Source: an optimization exercise on an open RTL-to-GDS flow (aim: small area and a short achievable clock period). Production flows keep margins and buffers that such runs may drop.
Power and IR drop assume default switching activity.

P:
==> flow/design.v <==
package mem_resp_pkg;
  localparam int unsigned MR_ADDR_W = 8;
  localparam int unsigned MR_DATA_W = 8;
  localparam int unsigned MR_DEPTH  = 200;
  localparam int unsigned MR_RD_LAT = 2;
  localparam int unsigned             MR_FILL_W   = 64;
  localparam logic [MR_FILL_W-1:0]    MR_OOR_FILL = '1;
endpackage
module mem_resp_sel #(
  parameter int unsigned N = 32,
  parameter int unsigned W = 8
) (
  input  logic [N-1:0]   sel,
  input  logic [N*W-1:0] d,
  output logic [W-1:0]   y
);
  always_comb begin
    y = '0;
    for (int unsigned e = 0; e < N; e++) y = y | ({W{sel[e]}} & d[e*W +: W]);
  end
endmodule
module mem_resp_dec #(
  parameter int unsigned A = 5,
  parameter int unsigned N = 32
) (
  input  logic [A-1:0] a,
  output logic [N-1:0] sel
);
  always_comb begin
    for (int unsigned e = 0; e < N; e++) sel[e] = a == A'(e);
  end
endmodule
module mem_responder #(
  parameter int unsigned ADDR_W = mem_resp_pkg::MR_ADDR_W,
  parameter int unsigned DATA_W = mem_resp_pkg::MR_DATA_W,
  parameter int unsigned DEPTH  = mem_resp_pkg::MR_DEPTH
) (
  input  logic              clk,
  input  logic              rst_n,
  input  logic              enable,
  input  logic              read,
  input  logic [ADDR_W-1:0] addr,
  input  logic [DATA_W-1:0] wdata,
  output logic [DATA_W-1:0] data,
  output logic              data_valid,
  output logic              err
);
  localparam logic [DATA_W-1:0] FILL = DATA_W'(mem_resp_pkg::MR_OOR_FILL);
  localparam int unsigned       NCOL = 16;                         
  localparam int unsigned       NROW = (DEPTH + NCOL - 1) / NCOL;  
  localparam int unsigned       NENT = 32;                         
  localparam int unsigned       NGRP = (DEPTH + NENT - 1) / NENT;  
  logic w_in_range, w_wr_req, w_rd_req;
  assign w_in_range = 32'(addr) < DEPTH;
  assign w_wr_req   = enable & ~read;
  assign w_rd_req   = enable & read;
  logic [NCOL-1:0]   r_col;
  logic [NROW-1:0]   r_row_wr;
  logic [DATA_W-1:0] r_wdata;
  always_ff @(posedge clk or negedge rst_n) begin
    if (!rst_n) begin
      r_col    <= '1;
      r_row_wr <= '1;
      r_wdata  <= '0;
    end else begin
      for (int unsigned j = 0; j < NCOL; j++) r_col[j] <= addr[3:0] == 4'(j);
      for (int unsigned i = 0; i < NROW; i++) r_row_wr[i] <= w_wr_req & (addr[7:4] == 4'(i));
      if (w_wr_req) r_wdata <= wdata;
    end
  end
  logic [DATA_W-1:0] r_mem [DEPTH];
  for (genvar b = 0; b < DEPTH; b++) begin : g_mem
    always_ff @(posedge clk) begin
      if (r_row_wr[b / NCOL] & r_col[b % NCOL]) r_mem[b] <= r_wdata;
    end
  end
  logic [DATA_W-1:0] w_part [NGRP];
  logic              w_hit;
  for (genvar g = 0; g < NGRP; g++) begin : g_sel
    localparam int unsigned NE = (DEPTH - g * NENT < NENT) ? DEPTH - g * NENT : NENT;
    logic [NE-1:0]        w_ent;
    logic [NE*DATA_W-1:0] w_d;
    for (genvar e = 0; e < NE; e++) begin : g_d
      assign w_d[e*DATA_W +: DATA_W] = r_mem[g * NENT + e];
    end
    mem_resp_dec #(.A(5), .N(NE)) u_dec (
      .a   (addr[4:0]),
      .sel (w_ent)
    );
    mem_resp_sel #(.N(NE), .W(DATA_W)) u_sel (
      .sel (w_ent),
      .d   (w_d),
      .y   (w_part[g])
    );
  end
  assign w_hit = r_row_wr[addr[7:4]] & r_col[addr[3:0]];
  logic [DATA_W-1:0] r_part [NGRP];
  logic [NGRP-1:0]   r_grp;      
  logic              r_hit;
  logic              r_oor;
  logic              r_rd;
  always_ff @(posedge clk) begin
    for (int unsigned g = 0; g < NGRP; g++) r_part[g] <= w_part[g];
    for (int unsigned g = 0; g < NGRP; g++) r_grp[g] <= addr[7:5] == 3'(g);
    r_hit  <= w_hit;
    r_oor  <= ~w_in_range;
  end
  always_ff @(posedge clk or negedge rst_n) begin
    if (!rst_n) r_rd <= 1'b0;
    else        r_rd <= w_rd_req;
  end
  logic [DATA_W-1:0] w_rd_data;
  always_comb begin
    w_rd_data = '0;
    for (int unsigned g = 0; g < NGRP; g++)
      w_rd_data = w_rd_data | ({DATA_W{r_grp[g]}} & r_part[g]);
    if (r_hit) w_rd_data = r_wdata;
    if (r_oor) w_rd_data = FILL;
  end
  logic              r_valid;
  logic              r_err;
  logic [DATA_W-1:0] r_data;
  always_ff @(posedge clk or negedge rst_n) begin
    if (!rst_n) begin
      r_valid <= 1'b0;
      r_err   <= 1'b0;
      r_data  <= '0;
    end else begin
      r_valid <= r_rd;
      r_err   <= (r_rd & r_oor) | (w_wr_req & ~w_in_range);
      if (r_rd) r_data <= w_rd_data;
    end
  end
  assign data       = r_data;
  assign data_valid = r_valid;
  assign err        = r_err;
endmodule
make LEC_CHECK=0 CAP_MARGIN=20 CORE_MARGIN=2 CORE_UTILIZATION=62 CTS_CLUSTER_DIAMETER=150 CTS_CLUSTER_SIZE=30 PLACE_DENSITY_LB_ADDON=0.1 SETUP_SLACK_MARGIN=3.5 SLEW_MARGIN=20 SYNTH_HIERARCHICAL=1 finish   # period 6.0 ns
run.sh (not shown) runs the stock make flow with config.mk's settings and CLKGATE_MAP_FILE= SYNTH_SCRIPT=/design/flow/synth_recipe.tcl, a recipe that flattens the netlist after the stock synthesis.
For Q, these inputs were changed with respect to P:
--- a/flow/design.v
+++ b/flow/design.v
@@ -17,17 +17,6 @@
   always_comb begin
     y = '0;
     for (int unsigned e = 0; e < N; e++) y = y | ({W{sel[e]}} & d[e*W +: W]);
-  end
-endmodule
-module mem_resp_dec #(
-  parameter int unsigned A = 5,
-  parameter int unsigned N = 32
-) (
-  input  logic [A-1:0] a,
-  output logic [N-1:0] sel
-);
-  always_comb begin
-    for (int unsigned e = 0; e < N; e++) sel[e] = a == A'(e);
   end
 endmodule
 module mem_responder #(
@@ -74,21 +63,20 @@
       if (r_row_wr[b / NCOL] & r_col[b % NCOL]) r_mem[b] <= r_wdata;
     end
   end
+  logic [NENT-1:0]   w_ent;
   logic [DATA_W-1:0] w_part [NGRP];
   logic              w_hit;
+  always_comb begin
+    for (int unsigned e = 0; e < NENT; e++) w_ent[e] = addr[4:0] == 5'(e);
+  end
   for (genvar g = 0; g < NGRP; g++) begin : g_sel
     localparam int unsigned NE = (DEPTH - g * NENT < NENT) ? DEPTH - g * NENT : NENT;
-    logic [NE-1:0]        w_ent;
     logic [NE*DATA_W-1:0] w_d;
     for (genvar e = 0; e < NE; e++) begin : g_d
       assign w_d[e*DATA_W +: DATA_W] = r_mem[g * NENT + e];
     end
-    mem_resp_dec #(.A(5), .N(NE)) u_dec (
-      .a   (addr[4:0]),
-      .sel (w_ent)
-    );
     mem_resp_sel #(.N(NE), .W(DATA_W)) u_sel (
-      .sel (w_ent),
+      .sel (w_ent[NE-1:0]),
       .d   (w_d),
       .y   (w_part[g])
     );
--- outcome ---
Q against P: register-to-register slack grew by 20 ps; met1 routing resource usage after global routing up 4.4 points; share of the final layout cell area in multi-input gates shows no meaningful change.
Maximum frequency delta for Q relative to P: 5.6 MHz lower
The final reports for Q and P show net switching share of the total power lower in the former.
[Q] total power consumption of the routed design fell 0.41% relative to P
P fits on a die that is larger than the die of Q.
Final routed wirelength across all metal layers in Q vs P: up 5.3%
Between Q and P, it is Q whose fraction of final layout cells sized beyond drive strength 1 is higher, by 5.2 points.
Comparing Q and P, clock skew is higher on Q.
When Q is measured against P, its post-layout worst setup margin turns out 38 ps lower.
Number of standard-cell rows in the floorplan was lower in Q than in P.
The area growth from synthesis to layout of Q exceeds that of P by 1.8 points.
The flip-flop and latch share of the layout cell area on P is in line with that on Q.
Function was not checked in any run of this note: the RTL went through the layout flow alone.

---

mem_responder, a different RTL version from the one above (not shown whole).
Size in the first run: about 3700 cells after synthesis, roughly 1700 flip-flops, ~30 I/O pins, ~63000 um2 of cells after synthesis.
==> module mem_resp_sel, before the edit <==
module mem_resp_sel #(
  parameter int unsigned N = 32,
  parameter int unsigned W = 8
) (
  input  logic [N-1:0]   sel,
  input  logic [N*W-1:0] d,
  output logic [W-1:0]   y_n
);
  logic [W-1:0] y;
  always_comb begin
    y = '0;
    for (int unsigned e = 0; e < N; e++) y = y | ({W{sel[e]}} & d[e*W +: W]);
  end
  assign y_n = ~y;
endmodule
==> module mem_responder, before the edit <==
module mem_responder #(
  parameter int unsigned ADDR_W = mem_resp_pkg::MR_ADDR_W,
  parameter int unsigned DATA_W = mem_resp_pkg::MR_DATA_W,
  parameter int unsigned DEPTH  = mem_resp_pkg::MR_DEPTH
) (
  input  logic              clk,
  input  logic              rst_n,
  input  logic              enable,
  input  logic              read,
  input  logic [ADDR_W-1:0] addr,
  input  logic [DATA_W-1:0] wdata,
  output logic [DATA_W-1:0] data,
  output logic              data_valid,
  output logic              err
);
  localparam logic [DATA_W-1:0] FILL = DATA_W'(mem_resp_pkg::MR_OOR_FILL);
  localparam int unsigned       NCOL = 16;                         
  localparam int unsigned       NROW = (DEPTH + NCOL - 1) / NCOL;  
  localparam int unsigned       NENT = 32;                         
  localparam int unsigned       NGRP = (DEPTH + NENT - 1) / NENT;  
  logic w_in_range, w_wr_req, w_rd_req;
  assign w_in_range = 32'(addr) < DEPTH;
  assign w_wr_req   = enable & ~read;
  assign w_rd_req   = enable & read;
  logic [NCOL-1:0]   r_col_n;
  logic [NROW-1:0]   r_row_wr_n;
  logic [DATA_W-1:0] r_wdata;
  always_ff @(posedge clk or negedge rst_n) begin
    if (!rst_n) begin
      r_col_n    <= '0;
      r_row_wr_n <= '0;
      r_wdata    <= '0;
    end else begin
      for (int unsigned j = 0; j < NCOL; j++) r_col_n[j] <= addr[3:0] != 4'(j);
      for (int unsigned i = 0; i < NROW; i++) r_row_wr_n[i] <= ~(w_wr_req & (addr[7:4] == 4'(i)));
      if (w_wr_req) r_wdata <= wdata;
    end
  end
  logic [DATA_W-1:0] r_mem [DEPTH];
  for (genvar b = 0; b < DEPTH; b++) begin : g_mem
    always_ff @(posedge clk) begin
      if (~(r_row_wr_n[b / NCOL] | r_col_n[b % NCOL])) r_mem[b] <= r_wdata;
    end
  end
  logic [DATA_W-1:0] w_part_n [NGRP];
  logic              w_hit;
  for (genvar g = 0; g < NGRP; g++) begin : g_sel
    localparam int unsigned NE = (DEPTH - g * NENT < NENT) ? DEPTH - g * NENT : NENT;
    logic [NE-1:0]        w_ent;
    logic [NE*DATA_W-1:0] w_d;
    for (genvar e = 0; e < NE; e++) begin : g_d
      assign w_d[e*DATA_W +: DATA_W] = r_mem[g * NENT + e];
    end
    mem_resp_dec #(.A(5), .N(NE)) u_dec (
      .a   (addr[4:0]),
      .sel (w_ent)
    );
    mem_resp_sel #(.N(NE), .W(DATA_W)) u_sel (
      .sel (w_ent),
      .d   (w_d),
      .y_n (w_part_n[g])
    );
  end
  assign w_hit = ~(r_row_wr_n[addr[7:4]] | r_col_n[addr[3:0]]);
  logic [DATA_W-1:0] r_part_n [NGRP];   
  logic [NGRP-1:0]   r_grp;      
  logic              r_hit;
  logic              r_oor;
  logic              r_rd;
  always_ff @(posedge clk) begin
    for (int unsigned g = 0; g < NGRP; g++) r_part_n[g] <= w_part_n[g];
    for (int unsigned g = 0; g < NGRP; g++) r_grp[g] <= addr[7:5] == 3'(g);
    r_hit  <= w_hit;
    r_oor  <= ~w_in_range;
  end
  always_ff @(posedge clk or negedge rst_n) begin
    if (!rst_n) r_rd <= 1'b0;
    else        r_rd <= w_rd_req;
  end
  logic [DATA_W-1:0] w_rd_data;
  always_comb begin
    w_rd_data = '0;
    for (int unsigned g = 0; g < NGRP; g++)
      w_rd_data = w_rd_data | ({DATA_W{r_grp[g]}} & ~r_part_n[g]);
    if (r_hit) w_rd_data = r_wdata;
    if (r_oor) w_rd_data = FILL;
  end
  logic              r_valid;
  logic              r_err;
  logic [DATA_W-1:0] r_data;
  always_ff @(posedge clk or negedge rst_n) begin
    if (!rst_n) begin
      r_valid <= 1'b0;
      r_err   <= 1'b0;
      r_data  <= '0;
    end else begin
      r_valid <= r_rd;
      r_err   <= (r_rd & r_oor) | (w_wr_req & ~w_in_range);
      if (r_rd) r_data <= w_rd_data;
    end
  end
  assign data       = r_data;
  assign data_valid = r_valid;
  assign err        = r_err;
endmodule
clock: 6.0 ns
lec_check: 0
cap_margin: 20
core_margin: 2
core_utilization: 70
cts_cluster_diameter: 150
cts_cluster_size: 30
place_density_lb_addon: 0.08
setup_slack_margin: 3.6
slew_margin: 20
synth_hierarchical: 1
Edit:
--- a/flow/design.v
+++ b/flow/design.v
@@ -12,14 +12,12 @@
 ) (
   input  logic [N-1:0]   sel,
   input  logic [N*W-1:0] d,
-  output logic [W-1:0]   y_n
+  output logic [W-1:0]   y
 );
-  logic [W-1:0] y;
   always_comb begin
     y = '0;
     for (int unsigned e = 0; e < N; e++) y = y | ({W{sel[e]}} & d[e*W +: W]);
   end
-  assign y_n = ~y;
 endmodule
 module mem_resp_dec #(
   parameter int unsigned A = 5,
@@ -76,7 +74,7 @@
       if (~(r_row_wr_n[b / NCOL] | r_col_n[b % NCOL])) r_mem[b] <= r_wdata;
     end
   end
-  logic [DATA_W-1:0] w_part_n [NGRP];
+  logic [DATA_W-1:0] w_part [NGRP];
   logic              w_hit;
   for (genvar g = 0; g < NGRP; g++) begin : g_sel
     localparam int unsigned NE = (DEPTH - g * NENT < NENT) ? DEPTH - g * NENT : NENT;
@@ -89,20 +87,32 @@
       .a   (addr[4:0]),
       .sel (w_ent)
     );
-    mem_resp_sel #(.N(NE), .W(DATA_W)) u_sel (
-      .sel (w_ent),
-      .d   (w_d),
-      .y_n (w_part_n[g])
+    localparam int unsigned NLO = (NE < 16) ? NE : 16;
+    logic [DATA_W-1:0] w_lo, w_hi;
+    mem_resp_sel #(.N(NLO), .W(DATA_W)) u_sel_lo (
+      .sel (w_ent[NLO-1:0]),
+      .d   (w_d[NLO*DATA_W-1:0]),
+      .y   (w_lo)
     );
+    if (NE > 16) begin : g_hi
+      mem_resp_sel #(.N(NE - 16), .W(DATA_W)) u_sel_hi (
+        .sel (w_ent[NE-1:16]),
+        .d   (w_d[NE*DATA_W-1:16*DATA_W]),
+        .y   (w_hi)
+      );
+    end else begin : g_no_hi
+      assign w_hi = '0;
+    end
+    assign w_part[g] = w_lo | w_hi;
   end
   assign w_hit = ~(r_row_wr_n[addr[7:4]] | r_col_n[addr[3:0]]);
-  logic [DATA_W-1:0] r_part_n [NGRP];   
+  logic [DATA_W-1:0] r_part [NGRP];
   logic [NGRP-1:0]   r_grp;      
   logic              r_hit;
   logic              r_oor;
   logic              r_rd;
   always_ff @(posedge clk) begin
-    for (int unsigned g = 0; g < NGRP; g++) r_part_n[g] <= w_part_n[g];
+    for (int unsigned g = 0; g < NGRP; g++) r_part[g] <= w_part[g];
     for (int unsigned g = 0; g < NGRP; g++) r_grp[g] <= addr[7:5] == 3'(g);
     r_hit  <= w_hit;
     r_oor  <= ~w_in_range;
@@ -115,7 +125,7 @@
   always_comb begin
     w_rd_data = '0;
     for (int unsigned g = 0; g < NGRP; g++)
-      w_rd_data = w_rd_data | ({DATA_W{r_grp[g]}} & ~r_part_n[g]);
+      w_rd_data = w_rd_data | ({DATA_W{r_grp[g]}} & r_part[g]);
     if (r_hit) w_rd_data = r_wdata;
     if (r_oor) w_rd_data = FILL;
   end
Effect: Non-clock buffer count rose by 40. Cell area climbs by about 4%. Hold slack degrades by 11 ps. Fmax goes down by 0.86%. Clock power shrinks by about 0.9%. Setup slack is worse by 22 ps. Clock skew went down by 7.5 ps. Final cell count goes down by 1.9%. Register-to-register slack improves by 60 ps. Wire length hardly moves. Total power increases by 0.47%. Via count shrinks by about 1%. Core utilization increases by 2.7 points.
No functional check of the RTL was part of any run of this note.

[afterwards: timing with drivers on the ports]
No port has a modelled driver above. Below, the same layouts with a new extraction and two added sets of constraints. Step 1: set_driving_cell puts a clkbuf_16 on clk and a buf_2 on each other input, an assumption about the parent block. Step 2 moves the port delays by t, midway between the first and last clock arrival at a register: inputs arrive t later, outputs are due t later. That takes back most of the time a late clock gives input paths. Three values: no drivers, after step 1, after step 2; two values: the first two.
| run | t (ns) | setup WS [ns] | worst register clock-pin slew, ns |
|---|---|---|---|
| P | 0.738 | 3.412 / 3.251 / 2.512 | 0.12 / 0.12 |
| Q | 0.734 | 3.374 / 3.360 / 2.625 | 0.12 / 0.12 |
| the first run of note 2 | 0.736 | 3.480 / 3.420 / 2.740 | 0.12 / 0.12 |
| the second run of note 2 | 0.754 | 3.458 / 3.319 / 2.565 | 0.12 / 0.12 |
After both steps every run listed still meets setup and hold. For P, which loses most, drivers alone change the setup slack by -0.161 ns; drivers and shift together by -0.900 ns.
